This design comes from an exercise in tuning for small area, a short achievable clock period and few clock cycles per item on the open sky130 flow, not from production work.
In this exercise RTL edits were held to simulation tests only and were not proved equivalent to the original.

==> branch willow <==
==> flow/design.v (excerpt) <==
module stepper_ramp_period_generator (
	input  wire logic        clk,
	input  wire logic        arst_n,
	input  wire logic        s_tvalid,
	output logic             s_tready,
	input  wire logic [31:0] s_tdata,    
	input  wire logic        s_tuser,    
	output logic             m_tvalid,
	input  wire logic        m_tready,
	output logic      [23:0] m_tdata,    
	output logic             m_tlast,    
	input  wire logic        cfg_we,
	input  wire logic [1:0]  cfg_index,
	input  wire logic [55:0] cfg_data
);
	logic [15:0] base_q, target_q;
	logic [55:0] accel_m_q;
	logic [31:0] accel_dist_q;
	logic [31:0] steps_done_q, steps_left_q, period_q;
	logic [2:0]  phase_q;         
	logic        up_q;            
	logic        gb_q, gh_q;      
	logic        rep_q, rep_nx;   
	logic        out_valid_q;
	logic [2:0]  out_phase_q;
	logic        accept, is_ramp, is_next, left_nz;
  ...
==> module stepper_ramp_period_generator, before the edit <==
module stepper_ramp_period_generator (
	input  wire logic        clk,
	input  wire logic        arst_n,
	input  wire logic        s_tvalid,
	output logic             s_tready,
	input  wire logic [31:0] s_tdata,    
	input  wire logic        s_tuser,    
	output logic             m_tvalid,
	input  wire logic        m_tready,
	output logic      [23:0] m_tdata,    
	output logic             m_tlast,    
	input  wire logic        cfg_we,
	input  wire logic [1:0]  cfg_index,
	input  wire logic [55:0] cfg_data
);
	logic [15:0] base_q, target_q;
	logic [55:0] accel_m_q;
	logic [31:0] accel_dist_q;
	logic [31:0] steps_done_q, steps_left_q, period_q;
	logic [2:0]  phase_q;         
	logic        up_q;            
	logic        gb_q, gh_q;      
	logic        rep_q, rep_nx;   
	logic        out_valid_q;
	logic [2:0]  out_phase_q;
	logic        accept, is_ramp, is_next, left_nz;
	logic [31:0] lo_bound, hi_bound, np, r_val, p_nx, spec_nx;
	logic        below, above;
	logic        eng_ready, r_fix;
	logic [31:0] r_fast, r_fixed;
	logic [31:0] done_nx, left_nx, dist_nx;
	logic [15:0] base_nx, target_nx;
	logic [2:0]  phase_nx;
	assign lo_bound = {target_q, 16'b0};
	assign hi_bound = {base_q, 16'b0};
	assign is_ramp  = phase_q == PH_UP || phase_q == PH_DOWN;
	assign left_nz  = steps_left_q != '0;
	assign s_tready = (!is_ramp || rep_q || eng_ready) && (!out_valid_q || m_tready);
	assign accept   = s_tvalid && s_tready;
	assign is_next  = s_tuser;
	assign r_val = r_fix ? r_fixed : r_fast;
	assign below = r_val < lo_bound;
	assign above = r_val > hi_bound;
	always_comb begin
		if (phase_q == PH_CRUISE) begin
			np = lo_bound;
		end else if (is_ramp) begin
			np = below ? lo_bound : above ? hi_bound : r_val;
		end else begin
			np = hi_bound;
		end
	end
	always_comb begin
		done_nx   = steps_done_q;
		left_nx   = steps_left_q;
		dist_nx   = accel_dist_q;
		base_nx   = base_q;
		target_nx = target_q;
		if (accept) begin
			if (is_next) begin
				if (left_nz) begin
					done_nx = steps_done_q + 32'd1;
					left_nx = steps_left_q - 32'd1;
				end
			end else begin
				done_nx = '0;
				left_nx = s_tdata;
			end
		end else if (cfg_we) begin
			case (cfg_index)
				2'd0: base_nx   = cfg_data[15:0];
				2'd1: target_nx = cfg_data[15:0];
				2'd3: dist_nx   = cfg_data[31:0];
				default: ;
			endcase
		end
		if (done_nx == '0) begin
			phase_nx = PH_START;
		end else if (left_nx == '0) begin
			phase_nx = PH_END;
		end else if (done_nx <= dist_nx) begin
			phase_nx = PH_UP;
		end else if (left_nx <= dist_nx) begin
			phase_nx = PH_DOWN;
		end else begin
			phase_nx = PH_CRUISE;
		end
	end
	assign p_nx    = (accept && !(is_next && is_ramp && rep_q)) ? (is_next ? np : '0) : period_q;
	assign rep_nx  = accept && is_next && is_ramp && (rep_q || np == period_q) && phase_nx == phase_q;
	assign spec_nx = rep_nx ? period_q : (phase_nx == PH_CRUISE) ? {target_nx, 16'b0} : {base_nx, 16'b0};
	srpg_datapath u_dp (
		.clk     (clk),
		.arst_n  (arst_n),
		.restart (cfg_we),
		.commit  (accept),
		.park    (!(phase_nx == PH_UP || phase_nx == PH_DOWN) || rep_nx),
		.spec_nx (spec_nx),
		.guess_bound (gb_q),
		.guess_val (gh_q ? hi_bound : lo_bound),
		.p_nx    (p_nx),
		.ramp_up (up_q),
		.period  (period_q),
		.accel_m (accel_m_q),
		.ready   (eng_ready),
		.r_fast  (r_fast),
		.r_fix   (r_fix),
		.r_fixed (r_fixed)
	);
	always_ff @(posedge clk or negedge arst_n) begin
		if (!arst_n) begin
			base_q       <= 16'hFFFF;
			target_q     <= 16'd1000;
			accel_m_q    <= '0;
			accel_dist_q <= '0;
		end else if (cfg_we) begin
			base_q       <= base_nx;
			target_q     <= target_nx;
			accel_dist_q <= dist_nx;
			if (cfg_index == 2'd2) begin
				accel_m_q <= cfg_data;
			end
		end
	end
	always_ff @(posedge clk or negedge arst_n) begin
		if (!arst_n) begin
			steps_done_q <= '0;
			steps_left_q <= '0;
			phase_q      <= PH_START;
			up_q         <= 1'b0;
			gb_q         <= 1'b0;
			rep_q        <= 1'b0;
			gh_q         <= 1'b0;
			out_valid_q  <= 1'b0;
		end else begin
			if (accept) begin
				out_valid_q <= 1'b1;
			end else if (m_tready) begin
				out_valid_q <= 1'b0;
			end
			if (accept || cfg_we) begin
				phase_q <= phase_nx;
				up_q    <= phase_nx == PH_UP;
				gb_q    <= (phase_nx == PH_UP && p_nx == {target_nx, 16'b0})
				        || (phase_nx == PH_DOWN && p_nx == {base_nx, 16'b0});
				gh_q    <= phase_nx == PH_DOWN;
				rep_q   <= rep_nx;
			end
			if (accept) begin
				steps_done_q <= done_nx;
				steps_left_q <= left_nx;
			end
		end
	end
	always_ff @(posedge clk) begin
		period_q <= p_nx;
		if (accept) begin
			out_phase_q  <= is_next ? phase_q : PH_START;
		end
	end
	assign m_tvalid = out_valid_q;
	assign m_tdata  = {5'b0, out_phase_q, period_q[31:16]};
	assign m_tlast  = !left_nz;
endmodule
clock: 12.0 ns
lec_check: 0
abc_area: 1
cap_margin: 20
core_margin: 2
core_utilization: 40
setup_slack_margin: 5
slew_margin: 20
tns_end_percent: 0
run.sh (not shown) runs the stock make flow with config.mk's settings and CLKGATE_MAP_FILE= SYNTH_SCRIPT=/design/flow/synth_recipe.tcl, a recipe that flattens the netlist after the stock synthesis.
==> branch xenon: changes against branch willow <==
--- a/flow/design.v
+++ b/flow/design.v
@@ -4970,11 +4970,10 @@
 	logic [31:0] accel_dist_q;
 	logic [31:0] steps_done_q, steps_left_q, period_q;
 	logic [2:0]  phase_q;         
 	logic        up_q;            
 	logic        gb_q, gh_q;      
-	logic        rep_q, rep_nx;   
 	logic        out_valid_q;
 	logic [2:0]  out_phase_q;
 	logic        accept, is_ramp, is_next, left_nz;
 	logic [31:0] lo_bound, hi_bound, np, r_val, p_nx, spec_nx;
 	logic        below, above;
@@ -4985,11 +4984,11 @@
 	logic [2:0]  phase_nx;
 	assign lo_bound = {target_q, 16'b0};
 	assign hi_bound = {base_q, 16'b0};
 	assign is_ramp  = phase_q == PH_UP || phase_q == PH_DOWN;
 	assign left_nz  = steps_left_q != '0;
-	assign s_tready = (!is_ramp || rep_q || eng_ready) && (!out_valid_q || m_tready);
+	assign s_tready = (!is_ramp || eng_ready) && (!out_valid_q || m_tready);
 	assign accept   = s_tvalid && s_tready;
 	assign is_next  = s_tuser;
 	assign r_val = r_fix ? r_fixed : r_fast;
 	assign below = r_val < lo_bound;
 	assign above = r_val > hi_bound;
@@ -5036,19 +5035,18 @@
 			phase_nx = PH_DOWN;
 		end else begin
 			phase_nx = PH_CRUISE;
 		end
 	end
-	assign p_nx    = (accept && !(is_next && is_ramp && rep_q)) ? (is_next ? np : '0) : period_q;
-	assign rep_nx  = accept && is_next && is_ramp && (rep_q || np == period_q) && phase_nx == phase_q;
-	assign spec_nx = rep_nx ? period_q : (phase_nx == PH_CRUISE) ? {target_nx, 16'b0} : {base_nx, 16'b0};
+	assign p_nx    = accept ? (is_next ? np : '0) : period_q;
+	assign spec_nx = (phase_nx == PH_CRUISE) ? {target_nx, 16'b0} : {base_nx, 16'b0};
 	srpg_datapath u_dp (
 		.clk     (clk),
 		.arst_n  (arst_n),
 		.restart (cfg_we),
 		.commit  (accept),
-		.park    (!(phase_nx == PH_UP || phase_nx == PH_DOWN) || rep_nx),
+		.park    (!(phase_nx == PH_UP || phase_nx == PH_DOWN)),
 		.spec_nx (spec_nx),
 		.guess_bound (gb_q),
 		.guess_val (gh_q ? hi_bound : lo_bound),
 		.p_nx    (p_nx),
 		.ramp_up (up_q),
@@ -5079,11 +5077,10 @@
 			steps_done_q <= '0;
 			steps_left_q <= '0;
 			phase_q      <= PH_START;
 			up_q         <= 1'b0;
 			gb_q         <= 1'b0;
-			rep_q        <= 1'b0;
 			gh_q         <= 1'b0;
 			out_valid_q  <= 1'b0;
 		end else begin
 			if (accept) begin
 				out_valid_q <= 1'b1;
@@ -5094,11 +5091,10 @@
 				phase_q <= phase_nx;
 				up_q    <= phase_nx == PH_UP;
 				gb_q    <= (phase_nx == PH_UP && p_nx == {target_nx, 16'b0})
 				        || (phase_nx == PH_DOWN && p_nx == {base_nx, 16'b0});
 				gh_q    <= phase_nx == PH_DOWN;
-				rep_q   <= rep_nx;
 			end
 			if (accept) begin
 				steps_done_q <= done_nx;
 				steps_left_q <= left_nx;
 			end
==> branch indigo: changes against branch willow <==
--- a/flow/design.v
+++ b/flow/design.v
@@ -29,12 +29,10 @@
 module srpg_datapath (
 	input  wire logic        clk,
 	input  wire logic        arst_n,
 	input  wire logic        restart,    
 	input  wire logic        commit,     
-	input  wire logic        park,       
-	input  wire logic [31:0] spec_nx,    
 	input  wire logic        guess_bound,  
 	input  wire logic [31:0] guess_val,
 	input  wire logic [31:0] p_nx,       
 	input  wire logic        ramp_up,    
 	input  wire logic [31:0] period,
@@ -83,17 +81,15 @@
 		.y   (mac)
 	);
 	logic gsat, hnz;
 	assign gsat = acc > 65'h1_FFFF_FFFD;
 	assign hnz  = gen ? acc[64:1] != '0 : (!acc[64] && acc[63:33] != '0);
-	assign go = restart || commit;
+	assign go = restart;
 	always_comb begin
 		st_nx = '0;
 		if (go) begin
-			if (park) begin
-				st_nx[ES_RDY] = 1'b1;
-			end else if (commit && st[ES_RDY] && sv && p_nx == op_a) begin
+			if (commit && st[ES_RDY] && sv && p_nx == op_a) begin
 				st_nx[ES_A0] = 1'b1;
 			end else begin
 				st_nx[ES_P2] = 1'b1;
 			end
 		end else begin
@@ -118,11 +114,11 @@
 				st[ES_R1]: st_nx[ES_RDY] = 1'b1;
 				default:   st_nx[ES_RDY] = 1'b1;
 			endcase
 		end
 	end
-	assign acc_en = st[ES_RDY] ? commit : !(st[ES_QL] || st[ES_RL]);
+	assign acc_en = st[ES_RDY] ? go : !(st[ES_QL] || st[ES_RL]);
 	assign acc_nx = acc_en ? mac : acc;
 	always_comb begin
 		x_nx = x;
 		if (!go) begin
 			if (st[ES_A0] || st[ES_FA] || st[ES_R0]) x_nx = acc[63:0];
@@ -141,14 +137,11 @@
 	assign s_early = !(s_lo || s_q || s_hi || s_f0);
 	always_comb begin
 		early_a = '0;
 		early_b = '0;
 		if (go) begin
-			if (st_nx[ES_RDY]) begin
-				early_a = spec_nx;
-				early_b = spec_nx;
-			end else if (st_nx[ES_P2]) begin
+			if (st_nx[ES_P2]) begin
 				early_a = p_nx;
 				early_b = p_nx;
 			end else begin
 				early_b = m0;      
 			end
@@ -204,11 +197,11 @@
 			st <= ES_N'(1) << ES_RDY;
 			sv <= 1'b0;
 		end else begin
 			st <= st_nx;
 			if (go) begin
-				sv <= park;
+				sv <= 1'b0;
 			end else if (st[ES_R0] || st[ES_R1]) begin
 				sv <= 1'b1;
 			end
 		end
 	end
@@ -4969,27 +4962,29 @@
 	logic [55:0] accel_m_q;
 	logic [31:0] accel_dist_q;
 	logic [31:0] steps_done_q, steps_left_q, period_q;
 	logic [2:0]  phase_q;         
 	logic        up_q;            
+	logic        eng_ok;          
+	logic        up_nx, restart, out_begin_q;
 	logic        gb_q, gh_q;      
-	logic        rep_q, rep_nx;   
 	logic        out_valid_q;
 	logic [2:0]  out_phase_q;
 	logic        accept, is_ramp, is_next, left_nz;
-	logic [31:0] lo_bound, hi_bound, np, r_val, p_nx, spec_nx;
+	logic [31:0] lo_bound, hi_bound, np, r_val, p_nx;
 	logic        below, above;
-	logic        eng_ready, r_fix;
+	logic        eng_ready, eng_ready_dp, r_fix;
 	logic [31:0] r_fast, r_fixed;
 	logic [31:0] done_nx, left_nx, dist_nx;
 	logic [15:0] base_nx, target_nx;
 	logic [2:0]  phase_nx;
 	assign lo_bound = {target_q, 16'b0};
 	assign hi_bound = {base_q, 16'b0};
 	assign is_ramp  = phase_q == PH_UP || phase_q == PH_DOWN;
+	assign eng_ready = eng_ready_dp && eng_ok;
 	assign left_nz  = steps_left_q != '0;
-	assign s_tready = (!is_ramp || rep_q || eng_ready) && (!out_valid_q || m_tready);
+	assign s_tready = (!is_ramp || eng_ready) && (!out_valid_q || m_tready);
 	assign accept   = s_tvalid && s_tready;
 	assign is_next  = s_tuser;
 	assign r_val = r_fix ? r_fixed : r_fast;
 	assign below = r_val < lo_bound;
 	assign above = r_val > hi_bound;
@@ -5036,27 +5031,25 @@
 			phase_nx = PH_DOWN;
 		end else begin
 			phase_nx = PH_CRUISE;
 		end
 	end
-	assign p_nx    = (accept && !(is_next && is_ramp && rep_q)) ? (is_next ? np : '0) : period_q;
-	assign rep_nx  = accept && is_next && is_ramp && (rep_q || np == period_q) && phase_nx == phase_q;
-	assign spec_nx = rep_nx ? period_q : (phase_nx == PH_CRUISE) ? {target_nx, 16'b0} : {base_nx, 16'b0};
+	assign p_nx    = accept ? (is_next ? np : hi_bound) : period_q;
+	assign up_nx   = !(phase_nx == PH_CRUISE || phase_nx == PH_DOWN);
+	assign restart = cfg_we || (accept && (!eng_ok || p_nx != period_q || up_nx != up_q));
 	srpg_datapath u_dp (
 		.clk     (clk),
 		.arst_n  (arst_n),
-		.restart (cfg_we),
+		.restart (restart),
 		.commit  (accept),
-		.park    (!(phase_nx == PH_UP || phase_nx == PH_DOWN) || rep_nx),
-		.spec_nx (spec_nx),
 		.guess_bound (gb_q),
 		.guess_val (gh_q ? hi_bound : lo_bound),
 		.p_nx    (p_nx),
 		.ramp_up (up_q),
 		.period  (period_q),
 		.accel_m (accel_m_q),
-		.ready   (eng_ready),
+		.ready   (eng_ready_dp),
 		.r_fast  (r_fast),
 		.r_fix   (r_fix),
 		.r_fixed (r_fixed)
 	);
 	always_ff @(posedge clk or negedge arst_n) begin
@@ -5078,27 +5071,27 @@
 		if (!arst_n) begin
 			steps_done_q <= '0;
 			steps_left_q <= '0;
 			phase_q      <= PH_START;
 			up_q         <= 1'b0;
+			eng_ok       <= 1'b0;
 			gb_q         <= 1'b0;
-			rep_q        <= 1'b0;
 			gh_q         <= 1'b0;
 			out_valid_q  <= 1'b0;
 		end else begin
 			if (accept) begin
 				out_valid_q <= 1'b1;
 			end else if (m_tready) begin
 				out_valid_q <= 1'b0;
 			end
 			if (accept || cfg_we) begin
 				phase_q <= phase_nx;
-				up_q    <= phase_nx == PH_UP;
+				up_q    <= up_nx;
+				eng_ok  <= 1'b1;
 				gb_q    <= (phase_nx == PH_UP && p_nx == {target_nx, 16'b0})
 				        || (phase_nx == PH_DOWN && p_nx == {base_nx, 16'b0});
 				gh_q    <= phase_nx == PH_DOWN;
-				rep_q   <= rep_nx;
 			end
 			if (accept) begin
 				steps_done_q <= done_nx;
 				steps_left_q <= left_nx;
 			end
@@ -5106,12 +5099,13 @@
 	end
 	always_ff @(posedge clk) begin
 		period_q <= p_nx;
 		if (accept) begin
 			out_phase_q  <= is_next ? phase_q : PH_START;
+			out_begin_q  <= !is_next;
 		end
 	end
 	assign m_tvalid = out_valid_q;
-	assign m_tdata  = {5'b0, out_phase_q, period_q[31:16]};
+	assign m_tdata  = {5'b0, out_phase_q, out_begin_q ? 16'd0 : period_q[31:16]};
 	assign m_tlast  = !left_nz;
 endmodule
 `default_nettype wire
--- a/flow/config.mk
+++ b/flow/config.mk
@@ -6,9 +6,10 @@
 export NUM_CORES = 4
 export LEC_CHECK = 0
 export ABC_AREA = 1
 export CAP_MARGIN = 20
 export CORE_MARGIN = 2
-export CORE_UTILIZATION = 40
-export SETUP_SLACK_MARGIN = 5
+export CORE_UTILIZATION = 48
+export PLACE_DENSITY = 0.65
+export SETUP_SLACK_MARGIN = 4.5
 export SLEW_MARGIN = 20
 export TNS_END_PERCENT = 0
==> notes <==
Against branch indigo, the setup slack of branch xenon is better by 0.34 ns. In branch indigo the global-route usage is higher than in branch xenon, by 5.1 points. Hold slack, lowest first: branch indigo, branch willow, branch xenon. First-iteration DRC count: branch willow is smaller than branch indigo (11%). Flip-flop and latch count: branch xenon < branch willow < branch indigo.
==> figures <==
Rows: branch xenon 142; branch indigo 131; branch willow 144
GPL Wtd Cong: branch xenon 1.085; branch indigo 1.152; branch willow 1.110
Critical-path cell with the highest stage delay: branch xenon ha_2; branch indigo o21ai_1; branch willow edfxtp_1
Post-synthesis share of cell area spent on and, or, nand and nor gates: branch xenon 0.1702; branch indigo 0.1921; branch willow 0.1836
Fraction of the cycle the final worst path needs: branch xenon 0.6158; branch indigo 0.6443; branch willow 0.5902
Number of standard cells in the final layout excluding fillers: branch xenon 10484; branch indigo 10346; branch willow 10976
Result of the run: branch xenon finished clean; branch indigo finished clean; branch willow finished clean
Stages on worst setup path: branch xenon 28; branch indigo 32; branch willow 41
Testbench counts of branch willow, summed over its fixed seeds: cycles 86,652, items 21,940.
Testbench counts of branch xenon, summed over its fixed seeds: cycles 94,077, items 21,940.
Testbench counts of branch indigo, summed over its fixed seeds: cycles 84,664, items 21,940.

separate check: timing with driven ports:
The results above use ideal ports. As a check the final layouts listed here were re-extracted and re-timed, cells and wires unchanged. Step 1 sets driving cells, clkbuf_16 on the clock port and buf_2 on the other inputs (assumed; they add their load-dependent delay and slew). Step 2 moves the port delays by t, midway between the first and last clock arrival at a register: inputs arrive t later, outputs are due t later. That takes back most of the time a late clock gives input paths. a / b / c = ideal / step 1 / step 2; a / b = the first two.
| run | shift t [ns] | slack for setup (ns) | slew at the worst register clock pin (ns) |
|---|---|---|---|
| branch willow | 0.759 | 4.917 / 4.917 / 4.247 | 0.07 / 0.07 |
| branch xenon | 0.748 | 4.611 / 4.611 / 4.097 | 0.08 / 0.08 |
| branch indigo | 0.749 | 4.269 / 4.269 / 3.764 | 0.07 / 0.07 |
After both steps every run listed still meets setup and hold. For branch willow, which loses most, drivers alone change the setup slack by 0.000 ns; drivers and shift together by -0.670 ns.
